This is an optimization exercise on Yosys and OpenROAD, whose aim is small area, not a production implementation. Function was checked by simulation only, so behaviour that the tests miss may differ from the original. Power is estimated from default activity; no workload was simulated.

Setup of maple:
// rv32i_core
module rv32i_core (
    input  logic      i_clk,
    input  logic      i_reset,
    output rv32i_pkg::word_t     o_imem_addr,
    input  rv32i_pkg::word_t     i_imem_data,
    output logic      o_wb_valid,
    output rv32i_pkg::reg_addr_t o_wb_rd,
    output rv32i_pkg::word_t     o_wb_data
);
    logic [2:0]  ph;
    logic        last;        
    logic        clr;         
    logic [31:1] pc_q;
    assign last = (ph == 3'd7);
    logic [31:0] ins;
    logic [6:0]  opc;
    logic [2:0]  f3;
    logic [4:0]  rd, rs1, rs2;
    logic        is_op, is_opi, is_lui, is_ld, is_st, is_br, is_jal, is_alu;
    logic        alt, sub;
    assign ins = i_imem_data;
    assign opc = ins[6:0];
    assign f3  = ins[14:12];
    assign rd  = ins[11:7];
    assign rs1 = ins[19:15];
    assign rs2 = ins[24:20];
    assign is_op  = (opc == 7'b0110011);
    assign is_opi = (opc == 7'b0010011);
    assign is_lui = (opc == 7'b0110111);
  ...
Size: about 3200 flip-flops, ~0.083 mm² of cells after synthesis.
clock: 12.0 ns
lec_check: 0
cap_margin: 20
core_margin: 2
core_utilization: 40
slew_margin: 20
run.sh (not shown) runs the stock make flow with config.mk's settings and CLKGATE_MAP_FILE= SYNTH_SCRIPT=/design/flow/synth_recipe.tcl, a recipe that flattens the netlist after the stock synthesis.
[inputs] zinc vs maple
Settings: CTS_CLUSTER_SIZE newly set to 30; CORE_UTILIZATION changed from 40 to 60; CTS_BUF_LIST newly set to sky130_fd_sc_hd__clkbuf_8; ABC_AREA newly set to 1.
[summary]
zinc finished end to end and its layout was clean on timing, DRC and antenna.
zinc: met2 wire length is 2.7 mm lower than what maple reported.
[compare] base=maple new=zinc: number of clock buffers in the layout rose by about 30%, net switching component of the power fell by 0.17 mW, wire length of the first global-routing pass fell by about 4%.
When the final numbers for zinc and maple were put side by side, the final critical-path share of the clock period turned out to be greater in maple.
zinc vs maple — via count climbed by a little under 10%


rv32i_core, a different RTL version from the one above (not shown whole).
For scale: ~100 I/O pins, roughly 77000 um2 of cells after synthesis.
==> flow/config.mk <==
export PLATFORM = sky130hd
export DESIGN_NAME = rv32i_core
export DESIGN_NICKNAME = rv32i_core
export VERILOG_FILES = /design/flow/design.v
export SDC_FILE = /design/flow/constraint.sdc
export NUM_CORES = 4
export LEC_CHECK = 0
export ABC_AREA = 1
export CAP_MARGIN = 20
export CORE_MARGIN = 2
export CORE_UTILIZATION = 60
export SLEW_MARGIN = 20
==> flow/constraint.sdc <==
create_clock -name core_clock -period 12.0 [get_ports {i_clk}]
set_input_delay 2.4000 -clock core_clock [delete_from_list [all_inputs] [get_ports {i_clk}]]
set_output_delay 2.4000 -clock core_clock [all_outputs]
set_load 0.01 [all_outputs]
standard.sh (not shown) runs the stock make flow with config.mk's settings and CLKGATE_MAP_FILE= SYNTH_SCRIPT=/design/flow/synth_recipe.tcl, a recipe that flattens the netlist after the stock synthesis.
==> flow/flow/run.sh <==
#!/bin/bash
# The standard layout (standard.sh) with three changes to how it is made:
#  - synthesis is the standard flow's own script, but its final ABC technology mapping
#    uses an area-oriented script (flow/abc_area.script); registers, their
#    names and cell types come out exactly as in the standard synthesis;
#  - the port buffers that global placement inserts are buf_1 cells;
#  - clock tree: mid-size sink clusters of clkbuf_8 and no dummy loads.
# Each tool's full output is in standard.log and orfs/logs/.
set -euo pipefail
HERE=$(pwd)
export CTS_ARGS="-sink_clustering_enable -repair_clock_nets -dont_use_dummy_load -buf_list sky130_fd_sc_hd__clkbuf_8 -sink_clustering_size 18 -sink_clustering_max_diameter 45"
export BUFFER_PORTS_ARGS="-buffer_cell sky130_fd_sc_hd__buf_1"
cat > "$HERE/area_synth.tcl" <<EOT
proc abc {args} {
  set i [lsearch -exact \$args -script]
  if {\$i >= 0} { lset args [expr {\$i + 1}] $HERE/flow/abc_area.script }
  yosys abc {*}\$args
}
source $HERE/synth_recipe.tcl
EOT
bash standard.sh "SYNTH_SCRIPT=$HERE/area_synth.tcl" finish > standard.log 2>&1
==> flow/flow/abc_area.script <==
&get -n
&st
&syn2
&dch -f
&nf -a
&st
&syn2
&dch -f
&nf -a
&put
The first run finished with timing, DRC and antenna clean.
Next try:
==> flow/flow/abc_area.script (replaced) <==
strash
&get -n
&deepsyn -T 120
&put
dch -f
map -a
After rerunning: The changed run completed without violations; worst setup slack is better by 0.47 ns; flip-flop and latch count stays the same; die area went down by 0.89%; cell area went up by 1.1%; synthesized cell count went up by 4.9%.


before:
Another version of the RTL of rv32i_core (not shown whole).
Size: roughly 76000 sq um of cells after synthesis.
clock: 12.0 ns
lec_check: 0
abc_area: 1
cap_margin: 20
core_margin: 2
core_utilization: 60
slew_margin: 20
==> flow/flow/abc_area.script <==
strash
&get -n
&deepsyn -T 120
&put
dch -f
map -a
topo
stime -c
buffer -c
upsize -c
dnsize -c
Scripts as last shown in full above: flow/flow/run.sh
before: done, clean on timing, DRC and antenna
Input-level comparison between after and before:
- CORE_UTILIZATION changed from 60 to 70
==> summary.txt <==
Die area down 18000 sq um in after wrt before
The setup slack of after is smaller than that of before.
Compared after against before; hold buffer count at cts within noise.
Changes observed in after relative to before: wire length climbed 10000 um, maximum clock skew at final layout dropped 0.016 ns, number of buffers created by CTS dropped about 1.9%, row count dropped about 7%.
Sort after and before by initial antenna violation count, descending, and after comes first.
Cell at the slowest stage of the critical path: sky130_fd_sc_hd__nor2_1 -> before, sky130_fd_sc_hd__fa_1 -> after
In the tables for after and before, total instance count after detailed placement reads higher with before.
after vs before — total number of cells along the worst setup path rose 2.

static timing again, ports no longer ideal:
No port has a modelled driver above. Below, the same layouts with a new extraction and two added sets of constraints.
Step 1 (the two cells are an assumption about what drives the block):
set clk [get_ports {i_clk}]
set_driving_cell -lib_cell sky130_fd_sc_hd__clkbuf_16 $clk
set_driving_cell -lib_cell sky130_fd_sc_hd__buf_2 [delete_from_list [all_inputs] $clk]
Step 2 adds t to the input delays and takes it off the output delays; t is the mean of the earliest and latest rising clock arrival at the registers after step 1. Input paths then give back, and output paths get back, about the clock's delay inside the block.
a / b / c = no drivers / after step 1 / after step 2; a / b = the first two.
run	t, ns	slack for setup (ns)	latest minus earliest clock arrival (ns)	worst register clock-pin slew, ns	worst slew at a driven data input, ns
maple	0.972	2.982 / 2.901 / 2.337	0.105 / 0.105	0.08 / 0.08	0.18
zinc	1.063	3.394 / 3.321 / 3.227	0.139 / 0.139	0.07 / 0.07	0.09
the first run of note 2	0.965	0.679 / 0.679 / 0.679	0.139 / 0.140	0.11 / 0.11	0.10
the second run of note 2	0.964	1.152 / 1.152 / 0.220	0.140 / 0.140	0.11 / 0.11	0.11
before	0.955	1.619 / 1.665 / 0.710	0.140 / 0.140	0.11 / 0.11	0.05
after	0.905	1.540 / 1.553 / 0.648	0.130 / 0.130	0.12 / 0.12	0.05
After both steps setup and hold are still met in every run listed. For the second run of note 2, which loses most, drivers alone change the setup slack by 0.000 ns; drivers and shift together by -0.932 ns.
